This design comes from an exercise in tuning for a short achievable clock period and few clock cycles per item on the open sky130 flow, not from production work. The RTL was checked by simulation tests, not by an equivalence proof against the original design. Power and IR drop assume default switching activity.

==> inputs of maple <==
==> flow/design.v <==
package rv_pkg;
    typedef logic [32-1:0] word_t;
    typedef logic [$clog2(32)-1:0] reg_addr_t;
    typedef enum logic [2:0] {
        ALU_ADD = 3'd0,
        ALU_SUB = 3'd1,
        ALU_AND = 3'd2,
        ALU_OR  = 3'd3,
        ALU_SLT = 3'd5
    } alu_op_e;
    typedef enum logic [1:0] {
        RES_ALU = 2'd0,
        RES_MEM = 2'd1,
        RES_PC4 = 2'd2
    } result_src_e;
    typedef enum logic [1:0] {
        IMM_I = 2'd0,
        IMM_S = 2'd1,
        IMM_B = 2'd2,
        IMM_J = 2'd3
    } imm_src_e;
    typedef enum logic [1:0] {
        FWD_REG = 2'd0,
        FWD_WB  = 2'd1,
        FWD_MEM = 2'd2
    } fwd_sel_e;
endpackage
`timescale 1ns/1ps
module rv_add #(
    parameter int W = 32
) (
    input  logic [W-1:0] a,
    input  logic [W-1:0] b,
    input  logic         cin,
    output logic [W-1:0] s
);
    localparam int LV = $clog2(W);
    logic [W-1:0] g [LV+1];
    logic [W-1:0] p [LV+1];
    logic [W-1:0] x;
    assign x = a ^ b;
    always_comb begin
        g[0] = a & b;
        p[0] = x;
        g[0][0] = (a[0] & b[0]) | (x[0] & cin);
        for (int l = 0; l < LV; l++) begin
            for (int i = 0; i < W; i++) begin
                if (i >= (1 << l)) begin
                    g[l+1][i] = g[l][i] | (p[l][i] & g[l][i-(1<<l)]);
                    p[l+1][i] = p[l][i] & p[l][i-(1<<l)];
                end else begin
                    g[l+1][i] = g[l][i];
                    p[l+1][i] = p[l][i];
                end
            end
        end
        s[0] = x[0] ^ cin;
        for (int i = 1; i < W; i++) begin
            s[i] = x[i] ^ g[LV][i-1];
        end
    end
endmodule
`timescale 1ns/1ps
module rv_core (
    input  logic              clk,
    input  logic              rst,
    output rv_pkg::word_t     imem_addr,
    input  rv_pkg::word_t     imem_data,
    output logic              wb_valid,
    output rv_pkg::reg_addr_t wb_rd,
    output rv_pkg::word_t     wb_data
);
    localparam int AW = $clog2(64);
    localparam int NB = 4;       
    logic [31:0] regs [1:31];
    logic [31:0] dmem [64];
    logic [31:0] pc_f;
    logic        v_d;
    logic        pred_d;         
    logic        hit1_d, hit2_d;  
    logic        byp1_d, byp2_d;  
    logic [31:0] ir_d, pc_d, pc4_d, rv1_d, rv2_d;
    logic [NB-1:0] bt_v;
    logic [9:0]    bt_tag [NB];
    logic [31:0]   bt_tgt [NB];
    logic [$clog2(NB)-1:0] bt_ptr;
    logic        v_e;
    logic        wen_e;          
    logic        st_e, br_e;
    logic        sub_e;          
    logic        s_and_e, s_or_e, s_slt_e, s_ld_e, s_sum_e;
    logic        fwd_a_e, fwd_b_e, fwd_s_e;
    logic [31:0] op_a_e, op_b_e, st_d_e, tgt_e;
    logic [AW-1:0] ea_e;
    logic [4:0]  rd_e;
    logic [6:0]  opc;
    logic [2:0]  f3;
    logic [4:0]  rs1, rs2, rd;
    logic        is_r, is_i, is_ld, is_st, is_br, is_jal;
    logic        wen_d;
    assign opc = ir_d[6:0];
    assign f3  = ir_d[14:12];
    assign rs1 = ir_d[19:15];
    assign rs2 = ir_d[24:20];
    assign rd  = ir_d[11:7];
    assign is_r   = (opc == 7'b0110011);
    assign is_i   = (opc == 7'b0010011);
    assign is_ld  = (opc == 7'b0000011);
    assign is_st  = (opc == 7'b0100011);
    assign is_br  = (opc == 7'b1100011);
    assign is_jal = (opc == 7'b1101111);
    assign wen_d  = (is_r | is_i | is_ld | is_jal) && rd != 5'd0;
    logic [4:0]  rs1_f, rs2_f;
    logic [31:0] rf1_f, rf2_f;
    logic        hit1_f, hit2_f, byp1_f, byp2_f;
    assign rs1_f = imem_data[19:15];
    assign rs2_f = imem_data[24:20];
    always_comb begin
        if (rs1_f == 5'd0)                    rf1_f = '0;
        else if (wb_valid && wb_rd == rs1_f)  rf1_f = wb_data;
        else                                  rf1_f = regs[rs1_f];
        if (rs2_f == 5'd0)                    rf2_f = '0;
        else if (wb_valid && wb_rd == rs2_f)  rf2_f = wb_data;
        else                                  rf2_f = regs[rs2_f];
        hit1_f = v_d && wen_d && rd == rs1_f;
        hit2_f = v_d && wen_d && rd == rs2_f;
        byp1_f = v_e && wen_e && rd_e == rs1_f;
        byp2_f = v_e && wen_e && rd_e == rs2_f;
    end
    logic        bt_hit;
    logic [31:0] bt_npc;
    logic [31:0] pc4_f;
    assign pc4_f[31:2] = pc_f[31:2] + 30'd1;
    assign pc4_f[1:0] = pc_f[1:0];
    logic pc_lo_f;               
    assign pc_lo_f = (pc_f[31:12] == 20'd0);
    always_comb begin
        bt_hit = 1'b0;
        bt_npc = '0;
        for (int i = 0; i < NB; i++) begin
            if (bt_v[i] && pc_lo_f && bt_tag[i] == pc_f[11:2]) begin
                bt_hit = 1'b1;
                bt_npc = bt_npc | bt_tgt[i];
            end
        end
    end
    logic [31:0] imm_i, imm_s, imm_b, imm_j;
    logic [31:0] val1, val2;
    logic        sub_d, s_and_d, s_or_d, s_slt_d, s_sum_d;
    logic [31:0] op_a_d, op_b_d;
    logic [7:0]  ea_d;
    logic [31:0] btgt_d, jtgt_d, tgt_d;
    logic        eq_d;
    logic        br_late_d;      
    logic        jmp_d;          
    logic        bad_pred_d;     
    logic        redir_d, stall_d, redir_e;
    assign imm_i = {{20{ir_d[31]}}, ir_d[31:20]};
    assign imm_s = {{20{ir_d[31]}}, ir_d[31:25], ir_d[11:7]};
    assign imm_b = {{20{ir_d[31]}}, ir_d[7], ir_d[30:25], ir_d[11:8], 1'b0};
    assign imm_j = {{12{ir_d[31]}}, ir_d[19:12], ir_d[20], ir_d[30:21], 1'b0};
    assign btgt_d = pc_d + imm_b;
    assign jtgt_d = pc_d + imm_j;
    assign ea_d   = val1[7:0] + (is_st ? imm_s[7:0] : imm_i[7:0]);
    always_comb begin
        val1    = byp1_d ? wb_data : rv1_d;
        val2    = byp2_d ? wb_data : rv2_d;
        eq_d    = (rv1_d == rv2_d);
        s_slt_d = (is_r | is_i) && f3 == 3'b010;
        s_or_d  = (is_r | is_i) && f3 == 3'b110;
        s_and_d = (is_r | is_i) && f3 == 3'b111;
        sub_d   = s_slt_d | (is_r && f3 == 3'b000 && ir_d[30]);
        s_sum_d = ~(s_slt_d | s_or_d | s_and_d | is_ld);
        op_a_d  = is_jal ? pc_d : val1;
        if (is_i | is_ld)  op_b_d = imm_i;
        else if (is_st)    op_b_d = imm_s;
        else if (is_jal)   op_b_d = 32'd4;
        else               op_b_d = val2;
        jmp_d   = is_jal | (is_br & rs1 == rs2);
        br_late_d  = is_br & (hit1_d | hit2_d | byp1_d | byp2_d) & ~jmp_d;
        bad_pred_d = pred_d & ~jmp_d;
        redir_d = v_d & (jq_d | (bq_d & eq_d));
        tgt_d   = bad_pred_d ? pc4_d : is_jal ? jtgt_d : btgt_d;
    end
    logic jmp_f;                 
    logic jq_d;                  
    logic bq_d;                  
    assign jmp_f = (imem_data[6:0] == 7'b1101111)
                 | (imem_data[6:0] == 7'b1100011 && rs1_f == rs2_f);
    logic stall_q;               
    assign stall_d = stall_q;
    logic [31:0] a, bx, sum, res, ld_data, st_data;
    logic        slt, eq_e;
    logic [32:0] sum33;      
    assign sum33 = {a[31], a} + {bx[31], bx} + {32'd0, sub_e};
    assign sum   = sum33[31:0];
    always_comb begin
        a       = fwd_a_e ? wb_data : op_a_e;
        bx      = fwd_b_e ? (wb_data ^ {32{sub_e}}) : op_b_e;
        slt     = sum33[32];
        if (fwd_a_e)       eq_e = (wb_data == op_b_e);
        else if (fwd_b_e)  eq_e = (op_a_e == wb_data);
        else               eq_e = (op_a_e == op_b_e);
        ld_data = dmem[ea_e];
        st_data = fwd_s_e ? wb_data : st_d_e;
        res     = ({32{s_and_e}} & (a & bx))
                | ({32{s_or_e}}  & (a | bx))
                | ({32{s_slt_e}} & {31'd0, slt})
                | ({32{s_ld_e}}  & ld_data)
                | ({32{s_sum_e}} & sum);
    end
    assign redir_e = v_e & br_e & eq_e;
    logic [31:0] npc, npc_seq;
    always_comb begin
        if (stall_d)       npc_seq = pc_f;
        else if (bt_hit)   npc_seq = bt_npc;
        else               npc_seq = pc4_f;
        if (redir_e)       npc = tgt_e;
        else if (redir_d)  npc = tgt_d;
        else               npc = npc_seq;
    end
    assign imem_addr = pc_f;
    logic bt_ins;
    assign bt_ins = v_d && jmp_d && !pred_d && pc_d[31:12] == 20'd0;
    logic       bt_wr;
    logic [9:0] bt_wtag;
    always_ff @(posedge clk or posedge rst) begin
        if (rst) begin
            pc_f     <= '0;
            v_d      <= 1'b0;
            stall_q  <= 1'b0;
            pred_d   <= 1'b0;
            bt_wr    <= 1'b0;
            bt_v     <= '0;
            bt_ptr   <= '0;
            v_e      <= 1'b0;
            wb_valid <= 1'b0;
        end else begin
            pc_f     <= npc;
            v_d      <= ~(redir_e | redir_d) & (v_d | ~stall_d);
            stall_q  <= ~(redir_e | redir_d) & ~stall_d & hit1_f
                        & (imem_data[6:0] == 7'b0000011 || imem_data[6:0] == 7'b0100011);
            if (!stall_d) begin
                pred_d <= bt_hit;
            end
            bt_wr    <= bt_ins & ~redir_e;
            if (bt_wr) begin
                bt_v[bt_ptr] <= 1'b1;
                bt_ptr       <= bt_ptr + 1'b1;
            end
            v_e      <= v_d & ~redir_e & ~stall_d;
            wb_valid <= v_e & wen_e;
        end
    end
    always_ff @(posedge clk) begin
        if (stall_d) begin
            rv1_d  <= val1;
            rv2_d  <= val2;
            hit1_d <= 1'b0;
            hit2_d <= 1'b0;
            byp1_d <= hit1_d;
            byp2_d <= hit2_d;
        end else begin
            ir_d   <= imem_data;
            pc_d   <= pc_f;
            pc4_d  <= pc4_f;
            rv1_d  <= rf1_f;
            rv2_d  <= rf2_f;
            hit1_d <= hit1_f;
            jq_d   <= jmp_f ^ bt_hit;
            bq_d   <= (imem_data[6:0] == 7'b1100011) && rs1_f != rs2_f
                      && !hit1_f && !hit2_f && !byp1_f && !byp2_f;
            hit2_d <= hit2_f;
            byp1_d <= byp1_f;
            byp2_d <= byp2_f;
        end
    end
    always_ff @(posedge clk) begin
        bt_wtag <= pc_d[11:2];
        if (bt_wr) begin
            bt_tag[bt_ptr] <= bt_wtag;
            bt_tgt[bt_ptr] <= pc_f;
        end
    end
    always_ff @(posedge clk) begin
        wen_e   <= wen_d;
        st_e    <= is_st;
        br_e    <= br_late_d;
        sub_e   <= sub_d;
        s_and_e <= s_and_d;
        s_or_e  <= s_or_d;
        s_slt_e <= s_slt_d;
        s_ld_e  <= is_ld;
        s_sum_e <= s_sum_d;
        fwd_a_e <= hit1_d & ~is_jal;
        fwd_b_e <= hit2_d & (is_r | is_br);
        fwd_s_e <= hit2_d;
        op_a_e  <= op_a_d;
        op_b_e  <= sub_d ? ~op_b_d : op_b_d;
        st_d_e  <= val2;
        ea_e    <= ea_d[AW+1:2];
        tgt_e   <= btgt_d;
        rd_e    <= rd;
    end
    always_ff @(posedge clk) begin
        wb_rd   <= rd_e;
        wb_data <= res;
    end
    always_ff @(posedge clk) begin
        if (v_e && st_e) begin
            dmem[ea_e] <= st_data;
        end
    end
    always_ff @(posedge clk or posedge rst) begin
        if (rst) begin
            for (int i = 1; i < 32; i++) begin
                regs[i] <= '0;
            end
        end else if (wb_valid) begin
            regs[wb_rd] <= wb_data;
        end
    end
endmodule
==> flow/run.sh <==
#!/bin/bash
# synth_recipe.tcl (not shown) runs the flow's synth.tcl, then flattens the netlist and writes it again
# the make line also repeats each setting of config.mk as NAME=value (left out here)
make -C /OpenROAD-flow-scripts/flow DESIGN_CONFIG=/design/flow/config.mk WORK_HOME=/design/flow/orfs CLKGATE_MAP_FILE= SYNTH_SCRIPT=/design/flow/synth_recipe.tcl finish
==> flow/config.mk <==
export PLATFORM = sky130hd
export DESIGN_NAME = rv_core
export DESIGN_NICKNAME = rv_core
export VERILOG_FILES = /design/flow/design.v
export SDC_FILE = /design/flow/constraint.sdc
export NUM_CORES = 4
export LEC_CHECK = 0
export ABC_CLOCK_PERIOD_IN_PS = 3000
export CAP_MARGIN = 20
export CELL_PAD_IN_SITES_DETAIL_PLACEMENT = 1
export CELL_PAD_IN_SITES_GLOBAL_PLACEMENT = 2
export CORE_MARGIN = 2
export CORE_UTILIZATION = 35
export SETUP_SLACK_MARGIN = 5
export SLEW_MARGIN = 20
==> flow/constraint.sdc <==
create_clock -name core_clock -period 8.0 [get_ports {clk}]
set_input_delay 1.6000 -clock core_clock [delete_from_list [all_inputs] [get_ports {clk}]]
set_output_delay 1.6000 -clock core_clock [all_outputs]
set_load 0.01 [all_outputs]
==> delta (differences from maple) <==
--- a/flow/design.v
+++ b/flow/design.v
@@ -83,3 +83,4 @@
     logic [NB-1:0] bt_v;
-    logic [9:0]    bt_tag [NB];
+    logic [NB-1:0] bt_k;         
+    logic [29:0]   bt_tag [NB];
     logic [31:0]   bt_tgt [NB];
@@ -130,2 +131,3 @@
     logic        bt_hit;
+    logic        bt_hitj;        
     logic [31:0] bt_npc;
@@ -134,10 +136,10 @@
     assign pc4_f[1:0] = pc_f[1:0];
-    logic pc_lo_f;               
-    assign pc_lo_f = (pc_f[31:12] == 20'd0);
     always_comb begin
         bt_hit = 1'b0;
+        bt_hitj = 1'b0;
         bt_npc = '0;
         for (int i = 0; i < NB; i++) begin
-            if (bt_v[i] && pc_lo_f && bt_tag[i] == pc_f[11:2]) begin
+            if (bt_v[i] && bt_tag[i] == pc_f[31:2]) begin
                 bt_hit = 1'b1;
+                bt_hitj = bt_hitj | ~bt_k[i];
                 bt_npc = bt_npc | bt_tgt[i];
@@ -222,6 +224,8 @@
     assign imem_addr = pc_f;
-    logic bt_ins;
-    assign bt_ins = v_d && jmp_d && !pred_d && pc_d[31:12] == 20'd0;
-    logic       bt_wr;
-    logic [9:0] bt_wtag;
+    logic        lt_v;
+    logic [31:0] lt_pc4;
+    logic [29:0] lt_tag;
+    logic bt_ins, bt_fold;
+    assign bt_fold = ((is_jal && rd == 5'd0) || is_br) && lt_v && lt_pc4 == pc_d;
+    assign bt_ins  = v_d && jmp_d && !pred_d;
     always_ff @(posedge clk or posedge rst) begin
@@ -232,4 +236,4 @@
             pred_d   <= 1'b0;
-            bt_wr    <= 1'b0;
             bt_v     <= '0;
+            lt_v     <= 1'b0;
             bt_ptr   <= '0;
@@ -243,6 +247,10 @@
             if (!stall_d) begin
-                pred_d <= bt_hit;
+                pred_d <= bt_hitj;
             end
-            bt_wr    <= bt_ins & ~redir_e;
-            if (bt_wr) begin
+            if (redir_e) begin
+                lt_v <= 1'b0;
+            end else if (v_d && !stall_d) begin
+                lt_v <= ~redir_d & ~jmp_d;
+            end
+            if (bt_ins) begin
                 bt_v[bt_ptr] <= 1'b1;
@@ -269,3 +277,3 @@
             hit1_d <= hit1_f;
-            jq_d   <= jmp_f ^ bt_hit;
+            jq_d   <= jmp_f ^ bt_hitj;
             bq_d   <= (imem_data[6:0] == 7'b1100011) && rs1_f != rs2_f
@@ -278,6 +286,10 @@
     always_ff @(posedge clk) begin
-        bt_wtag <= pc_d[11:2];
-        if (bt_wr) begin
-            bt_tag[bt_ptr] <= bt_wtag;
-            bt_tgt[bt_ptr] <= pc_f;
+        if (v_d && !stall_d) begin
+            lt_pc4 <= pc4_d;
+            lt_tag <= pc_d[31:2];
+        end
+        if (bt_ins) begin
+            bt_k[bt_ptr]   <= bt_fold;
+            bt_tag[bt_ptr] <= bt_fold ? lt_tag : pc_d[31:2];
+            bt_tgt[bt_ptr] <= tgt_d;
         end
==> metrics.md <==
| Metric | Value |
|---|---|
| Via count of the first global-routing pass | 112k |
| Top library cells by usage in the layout, fill and taps aside | sky130_fd_sc_hd__edfxtp_1, sky130_fd_sc_hd__mux2_2, sky130_fd_sc_hd__a22oi_1, sky130_fd_sc_hd__dfrtp_1, sky130_fd_sc_hd__buf_4 |
| Fraction of met1 tracks used by global routing | 0.425 |
| Power share of the combinational group | 0.137 |
| Cells after synthesis | 10.7k |
| Result of the run | timing/DRC/antenna clean |
| Maximum clock skew at final layout | 0.0735 ns |
| FILL cells | 42.3k |
| Share of the synthesized area in compound gates (AO/OA/AOI/OAI) | 0.145 |
| Number of antenna violations at the first check in global routing | 58 |
| Fin crit period | 3.63 ns |
# the run above: maple

==> metrics.md <==
| Metric | Value |
|---|---|
| Result of the run | timing/DRC/antenna clean |
| FILL cells | 43.6k |
| Number of antenna violations at the first check in global routing | 71 |
| Cells after synthesis | 11.1k |
| Top library cells by usage in the layout, fill and taps aside | sky130_fd_sc_hd__edfxtp_1, sky130_fd_sc_hd__a22oi_1, sky130_fd_sc_hd__mux2_2, sky130_fd_sc_hd__dfrtp_1, sky130_fd_sc_hd__buf_4 |
| Share of the synthesized area in compound gates (AO/OA/AOI/OAI) | 0.141 |
# the run above: delta

Testbench counts of maple, summed over its fixed seeds: cycles 41,673, instrs 38,009.
Testbench counts of delta, summed over its fixed seeds: cycles 40,269, instrs 38,009.

==> port drivers added, routing unchanged <==
The results above use ideal ports. As a check the final layouts listed here were re-extracted and re-timed, cells and wires unchanged. Step 1: set_driving_cell puts a clkbuf_16 on clk and a buf_2 on each other input, an assumption about the parent block. Step 2 adds t to the input delays and takes it off the output delays; t is the mean of the earliest and latest rising clock arrival at the registers after step 1. Input paths then give back, and output paths get back, about the clock's delay inside the block. Three values: ideal ports, drivers, drivers and shift; two values: the first two.
run	t, ns	setup slack, ns	worst setup path at the end
maple	1.107	4.370 / 4.370 / 3.787	input to register
delta	1.116	4.377 / 4.297 / 3.377	input to register
After both steps every run listed still meets setup and hold. The setup slack of delta, which loses most, moves by -0.080 ns with the drivers and by -1.000 ns with both steps.
